What follows belongs to an exercise in optimizing a design on an open flow for small area; a production flow would make more cautious choices.
Function was checked by simulation only, so behaviour that the tests miss may differ from the original.
Power and IR drop assume default switching activity.

==> flow/design.v <==
`timescale 1ns / 1ps
module pwm_duty_temperature_converter_top (
  input  logic               clk,
  input  logic               rst_n,
  input  logic               in_valid,
  output logic               in_stall,
  input  logic               in_pin_level,
  output logic               out_valid,
  input  logic               out_stall,
  output logic signed [14:0] out_temperature_centi,
  output logic [12:0]        out_voltage_mv,
  output logic [2:0]         out_segment,
  input  logic               cfg_valid,
  output logic               cfg_ready,
  input  logic [2:0]         cfg_index,
  input  logic [15:0]        cfg_wdata
);
  localparam logic [3:0] S_RST  = 4'd0,  S_CNT  = 4'd1,  S_VCMP = 4'd2,  S_HORN = 4'd3,
                         S_DIV  = 4'd4,  S_VPK  = 4'd5,  S_TSW  = 4'd6,  S_TS   = 4'd7,
                         S_TN   = 4'd8,  S_TD   = 4'd9,  S_TOV  = 4'd10, S_TC   = 4'd11,
                         S_TCMP = 4'd12, S_TCL  = 4'd13, S_DISP = 4'd14;
  localparam logic [15:0] W_RST  = 16'd40000;
  localparam logic [95:0] BX_RST = {16'd11312, 16'd20964, 16'd28817,
                                    16'd35015, 16'd39705, 16'd43133};
  localparam logic [13:0] M_V = 14'd10000;    
  localparam logic [10:0] M_T = 11'd2000;
  logic [3:0]  st;
  logic [3:0]  cnt;
  logic        tph;
  logic [3:0]  p;
  logic [2:0]  wc;
  logic [15:0] wr, hr, sr;
  logic [95:0] br;
  logic [31:0] acc;
  logic        c, dly, e, cs, ch, act, cw;
  logic        sg, sd, dz, ct, clamp;
  logic [2:0]  k;
  wire wend = (p == 4'd15);
  wire lo   = ~wc[0];
  wire pend = wend & wc[0];
  wire p0   = (p == 4'd0);
  wire w0 = wr[0];
  wire h0 = hr[0];
  wire s0 = sr[0];
  wire a0 = acc[0];
  wire bA = br[0];
  wire bB = br[16] & (wc != 3'd5);
  wire sb   = s0;
  wire hb   = h0;
  wire snew = sb ^ cs;
  wire hnew = hb ^ ch;
  wire m_bit = tph ? M_T[cnt] : M_V[cnt];
  wire sub   = ~e;
  wire es    = sub ^ sd;
  wire neg   = tph & (sg ^ sd) & ~dz;
  wire kmatch = (wc == k);
  wire kpass  = (wc[2:1] == k[2:1]);
  logic [12:0] base;
  always_comb begin
    case (k)
      3'd0:    base = 13'd1000;
      3'd1:    base = 13'd2000;
      3'd2:    base = 13'd3000;
      3'd3:    base = 13'd4000;
      3'd4:    base = 13'd5000;
      default: base = 13'd6000;
    endcase
  end
  wire base_b = (p < 4'd13) & base[p];
  wire [15:0] kcon = neg ? 16'hF830 : 16'h2EE0;
  logic x, y, init, ival;
  wire  cin  = init ? ival : c;
  wire  sum  = x ^ y ^ cin;
  wire  cout = (x & y) | (x & cin) | (y & cin);
  logic acc_in, hr_in, sr_in;
  always_comb begin
    x      = 1'b0;
    y      = 1'b0;
    init   = p0;
    ival   = 1'b0;
    acc_in = a0;
    hr_in  = h0;
    sr_in  = s0;
    case (st)
      S_CNT: begin
        x    = w0;
        y    = ~snew;
        if (act) begin
          sr_in = snew;
          hr_in = hnew;
        end
      end
      S_VCMP: begin
        x    = w0;
        y    = ~h0;
      end
      S_HORN: begin
        x    = (cnt == (tph ? 4'd10 : 4'd13) || (p0 && lo)) ? 1'b0 : dly;
        y    = m_bit & lo & (tph ? (h0 ^ sg) : (sg ? w0 : h0));
        init = p0 & lo;
        ival = tph & m_bit & sg;
        acc_in = sum;
      end
      S_DIV: begin
        if (lo) begin
          x = p0 ? ~e : dly;
        end else begin
          x = dly;
          y = (tph ? h0 : w0) ^ es;
          ival = es;
        end
        acc_in = sum;
      end
      S_TOV: begin
        x    = a0;
        y    = h0 ^ es;
        ival = es;
        if (!lo) acc_in = sum;
      end
      S_TS, S_TN, S_TD: begin
        x    = bA;
        y    = ~((st == S_TD) ? bB : h0);
        ival = (st != S_TS);
        if (st != S_TS && kmatch) hr_in = sum;
      end
      S_TC: begin
        x    = tph & base_b;
        y    = (~dz & a0 & ~wend) ^ neg;
        ival = (~dz & ~e) ^ neg;
        if (tph) acc_in = lo ? sum : s0;
        else if (lo) sr_in = sum;
      end
      S_TCMP: begin
        x    = a0;
        y    = ~(kcon[p] | (p0 & ~neg));
        ival = 1'b1;
      end
      S_TCL, S_RST: begin
        hr_in = 1'b0;
        sr_in = 1'b0;
        if (lo && clamp && st == S_TCL) acc_in = kcon[p];
      end
      default: ;
    endcase
  end
  wire cnt_st    = (st == S_CNT);
  wire close_now = act & ~cout;
  wire can_acc   = cnt_st & wend & ~cw & ~close_now;
  wire accept    = can_acc & in_valid;
  wire bmatch    = (wc + 3'd1 == cfg_index);
  wire cmatch    = (cfg_index == 3'd0) | (cfg_index == 3'd7) | bmatch;
  wire wr_w      = cnt_st & cw & (cfg_index == 3'd0);
  wire wr_b      = cnt_st & cw & bmatch;
  wire wbit      = cfg_wdata[p] | (p0 & (cfg_wdata == 16'd0));
  assign in_stall  = ~can_acc;
  assign cfg_ready = cnt_st & cw & wend & cmatch;
  assign out_valid = (st == S_DISP);
  assign out_temperature_centi = acc[14:0];
  assign out_voltage_mv        = acc[28:16];
  assign out_segment           = k;
  always_ff @(posedge clk) begin
    wr  <= {(st == S_RST) ? W_RST[p] : (wr_w ? wbit : w0), wr[15:1]};
    br  <= {(st == S_RST) ? BX_RST[{wc, p}] : (wr_b ? cfg_wdata[p] : bA), br[95:1]};
    hr  <= {hr_in, hr[15:1]};
    sr  <= {sr_in, sr[15:1]};
    dly <= a0;
    c   <= cout;
  end
  always_ff @(posedge clk) begin
    acc[31:29] <= {acc_in, acc[31:30]};
    acc[15]    <= acc[16];
    if (st != S_DISP) begin
      acc[28:16] <= acc[29:17];
      acc[14:0]  <= acc[15:1];
    end
  end
  always_ff @(posedge clk) begin
    if (!rst_n) begin
      st  <= S_RST;
      p   <= 4'd0;
      wc  <= 3'd0;
      act <= 1'b0;
      cw  <= 1'b0;
      tph <= 1'b0;
    end else begin
      p <= p + 4'd1;
      if (wend) wc <= (wc == 3'd5) ? 3'd0 : wc + 3'd1;
      case (st)
        S_RST: if (wend && wc == 3'd5) st <= S_CNT;
        S_CNT: begin
          if (wend) begin
            act <= accept;
            if (close_now) begin
              st  <= S_VCMP;
              tph <= 1'b0;
            end
            if (cw && cmatch) cw <= 1'b0;
            else if (cfg_valid && !close_now) cw <= 1'b1;
          end
          if (accept) begin
            cs <= 1'b1;
            ch <= in_pin_level;
          end else if (act) begin
            cs <= sb & cs;
            ch <= hb & ch;
          end
        end
        S_VCMP: begin
          e  <= 1'b0;
          sd <= 1'b0;
          dz <= 1'b0;
          if (wend) sg <= ~cout;
          if (pend) begin
            st  <= S_HORN;
            cnt <= 4'd13;
          end
        end
        S_HORN: if (pend) begin
          cnt <= cnt - 4'd1;
          if (cnt == 4'd0) begin
            st  <= tph ? S_TD : S_DIV;
            cnt <= 4'd15;
          end
        end
        S_DIV: if (pend) begin
          e   <= a0 ^ sub ^ cout;
          cnt <= cnt - 4'd1;
          if (cnt == 4'd0) st <= S_TC;
        end
        S_TSW: begin
          k <= 3'd5;
          if (pend && wc == 3'd5) st <= S_TS;
        end
        S_TS: begin
          if (wend && wc != 3'd0 && !cout && k == 3'd5) k <= wc - 3'd1;
          if (pend && wc == 3'd5) st <= S_TN;
        end
        S_TN: begin
          if (wend && kmatch) sg <= ~cout;
          if (pend && kpass) begin
            st  <= S_HORN;
            cnt <= 4'd10;
          end
        end
        S_TD: begin
          e <= 1'b0;
          if (kmatch) dz <= (p0 | dz) & ~sum;
          if (wend && kmatch) sd <= ~cout;
          if (pend && kpass) st <= S_TOV;
        end
        S_TOV: if (pend) begin
          e     <= ~cout;
          clamp <= cout;
          st    <= S_DIV;
          cnt   <= 4'd15;
        end
        S_TC: begin
          if (wend && lo) ct <= cout;
          if (pend) begin
            st  <= tph ? S_TCMP : S_TSW;
            tph <= 1'b1;
          end
        end
        S_TCMP: begin
          if (wend && lo)
            clamp <= (clamp & ~dz) | (neg ? (~ct & ~cout) : (ct | cout));
          if (pend) st <= S_TCL;
        end
        S_TCL: if (pend) st <= S_DISP;
        S_DISP: if (!out_stall) st <= S_CNT;
        default: st <= S_RST;
      endcase
    end
  end
endmodule
clock: 10.0 ns
lec_check: 0
abc_area: 1
cap_margin: 20
core_margin: 2
core_utilization: 40
slew_margin: 20
standard.sh (not shown) runs the stock make flow with config.mk's settings and CLKGATE_MAP_FILE= SYNTH_SCRIPT=/design/flow/synth_recipe.tcl, a recipe that flattens the netlist after the stock synthesis.
==> flow/flow/run.sh <==
#!/bin/bash
set -euo pipefail
HERE=$(cd "$(dirname "$0")" && pwd)
export POST_FLOORPLAN_TCL="$HERE/downsize.tcl"
export BUFFER_PORTS_ARGS="-buffer_cell sky130_fd_sc_hd__buf_1"
export CTS_ARGS="-sink_clustering_enable -repair_clock_nets -buf_list sky130_fd_sc_hd__clkbuf_2 -sink_clustering_size 6 -sink_clustering_max_diameter 20 -dont_use_dummy_load"
bash standard.sh > standard.log 2>&1
==> flow/flow/downsize.tcl <==
# Swap every logic cell that synthesis sized up for the smallest cell of the
# same function (drive strength _0 or _1); timing has ample slack at 10 ns.
set db [ord::get_db]
set n 0
foreach inst [[ord::get_db_block] getInsts] {
  set name [[$inst getMaster] getName]
  if {![regexp {^(sky130_fd_sc_hd__[a-z0-9]+)_([0-9]+)$} $name -> base size]} { continue }
  if {[regexp {df|dl|clk|buf|tap|fill|decap|conb|diode} $base]} { continue }
  set best [$inst getMaster]
  set barea [expr {[$best getWidth] * [$best getHeight]}]
  foreach s {0 1} {
    set m [$db findMaster ${base}_$s]
    if {$m == "NULL"} { continue }
    set a [expr {[$m getWidth] * [$m getHeight]}]
    if {$a < $barea} { set best $m; set barea $a }
  }
  if {[$best getName] != $name} { $inst swapMaster $best; incr n }
}
puts "downsize.tcl: swapped $n cells"
The baseline completed without violations.
Rerun with:
==> flow/flow/run.sh (replaced) <==
#!/bin/bash
set -euo pipefail
export BUFFER_PORTS_ARGS="-buffer_cell sky130_fd_sc_hd__buf_1"
export CTS_ARGS="-sink_clustering_enable -repair_clock_nets -buf_list sky130_fd_sc_hd__clkbuf_4 -sink_clustering_size 10 -sink_clustering_max_diameter 30 -dont_use_dummy_load"
bash standard.sh > standard.log 2>&1
removed: flow/flow/downsize.tcl
- non-clock buffer count does not change
- setup slack gets better by 0.24 ns
- synthesized area is unchanged
- global-route usage goes down by 0.12 points
Rerun with:
==> flow/flow/run.sh (replaced) <==
#!/bin/bash
set -euo pipefail
export BUFFER_PORTS_ARGS="-buffer_cell sky130_fd_sc_hd__buf_1"
export CTS_ARGS="-sink_clustering_enable -repair_clock_nets -buf_list sky130_fd_sc_hd__clkbuf_16 -sink_clustering_size 30 -sink_clustering_max_diameter 50 -dont_use_dummy_load"
bash standard.sh > standard.log 2>&1
Non-clock buffer count does not change.
Wire length fell by 1.7%.
Synthesized area does not change.
Rerun with:
==> flow/flow/run.sh (replaced) <==
#!/bin/bash
set -euo pipefail
HERE=$(cd "$(dirname "$0")" && pwd)
export POST_FLOORPLAN_TCL="$HERE/downsize.tcl"
export BUFFER_PORTS_ARGS="-buffer_cell sky130_fd_sc_hd__buf_1"
export CTS_ARGS="-sink_clustering_enable -repair_clock_nets -buf_list sky130_fd_sc_hd__clkbuf_4 -sink_clustering_size 13 -sink_clustering_max_diameter 30 -dont_use_dummy_load"
bash standard.sh > standard.log 2>&1
==> flow/flow/downsize.tcl (new file) <==
# Swap every logic cell that synthesis sized up for the smallest cell of the
# same function (drive strength _0 or _1); timing has ample slack at 10 ns.
set db [ord::get_db]
set n 0
foreach inst [[ord::get_db_block] getInsts] {
  set name [[$inst getMaster] getName]
  if {![regexp {^(sky130_fd_sc_hd__[a-z0-9]+)_([0-9]+)$} $name -> base size]} { continue }
  if {[regexp {df|dl|clk|buf|tap|fill|decap|conb|diode} $base]} { continue }
  set best [$inst getMaster]
  set barea [expr {[$best getWidth] * [$best getHeight]}]
  foreach s {0 1} {
    set m [$db findMaster ${base}_$s]
    if {$m == "NULL"} { continue }
    set a [expr {[$m getWidth] * [$m getHeight]}]
    if {$a < $barea} { set best $m; set barea $a }
  }
  if {[$best getName] != $name} { $inst swapMaster $best; incr n }
}
puts "downsize.tcl: swapped $n cells"
Sequential power barely changes.
Hold slack degrades by 0.054 ns.
Total power drops by about 8%.
Worst setup slack degrades by 0.21 ns.
Design area drops by 3.4%.
Rerun with:
==> flow/flow/run.sh (replaced) <==
#!/bin/bash
set -euo pipefail
HERE=$(cd "$(dirname "$0")" && pwd)
export POST_FLOORPLAN_TCL="$HERE/downsize.tcl"
export BUFFER_PORTS_ARGS="-buffer_cell sky130_fd_sc_hd__buf_1"
export CTS_ARGS="-sink_clustering_enable -repair_clock_nets -buf_list sky130_fd_sc_hd__clkbuf_4 -sink_clustering_size 10 -sink_clustering_max_diameter 30 -dont_use_dummy_load"
bash standard.sh > standard.log 2>&1
After rerunning:
- sequential power is about the same
- total power goes up by 1.5%
- non-clock buffer count is unchanged
- register-to-register slack is worse by 0.04 ns
- clock skew goes down by 0.042 ns
- setup slack is better by 0.075 ns
- area after synthesis stays the same
- synthesized cell count is unchanged
- via count hardly moves

## static timing again, ports no longer ideal
The results above use ideal ports. As a check the final layouts listed here were re-extracted and re-timed, cells and wires unchanged. Step 1 (the two cells are an assumption about what drives the block):
set clk [get_ports {clk}]
set_driving_cell -lib_cell sky130_fd_sc_hd__clkbuf_16 $clk
set_driving_cell -lib_cell sky130_fd_sc_hd__buf_2 [delete_from_list [all_inputs] $clk]
Step 2 also shifts input and output timing later by t, the mid clock arrival at the registers, as if the neighbouring blocks saw the same clock. Slacks: ideal / step 1 / step 2; pairs: ideal / step 1.
run	t (ns)	slack for setup (ns)	clock arrival spread, ns	worst data-port slew with drivers (ns)
the first run	0.736	3.845 / 3.811 / 4.547	0.146 / 0.146	0.05
the second run	0.603	4.083 / 4.045 / 4.648	0.062 / 0.062	0.05
the third run	0.492	4.196 / 4.155 / 4.647	0.062 / 0.062	0.05
the fourth run	0.655	3.988 / 3.950 / 4.605	0.097 / 0.098	0.04
the fifth run	0.597	4.063 / 4.026 / 4.624	0.063 / 0.063	0.04
After both steps every run listed still meets setup and hold.
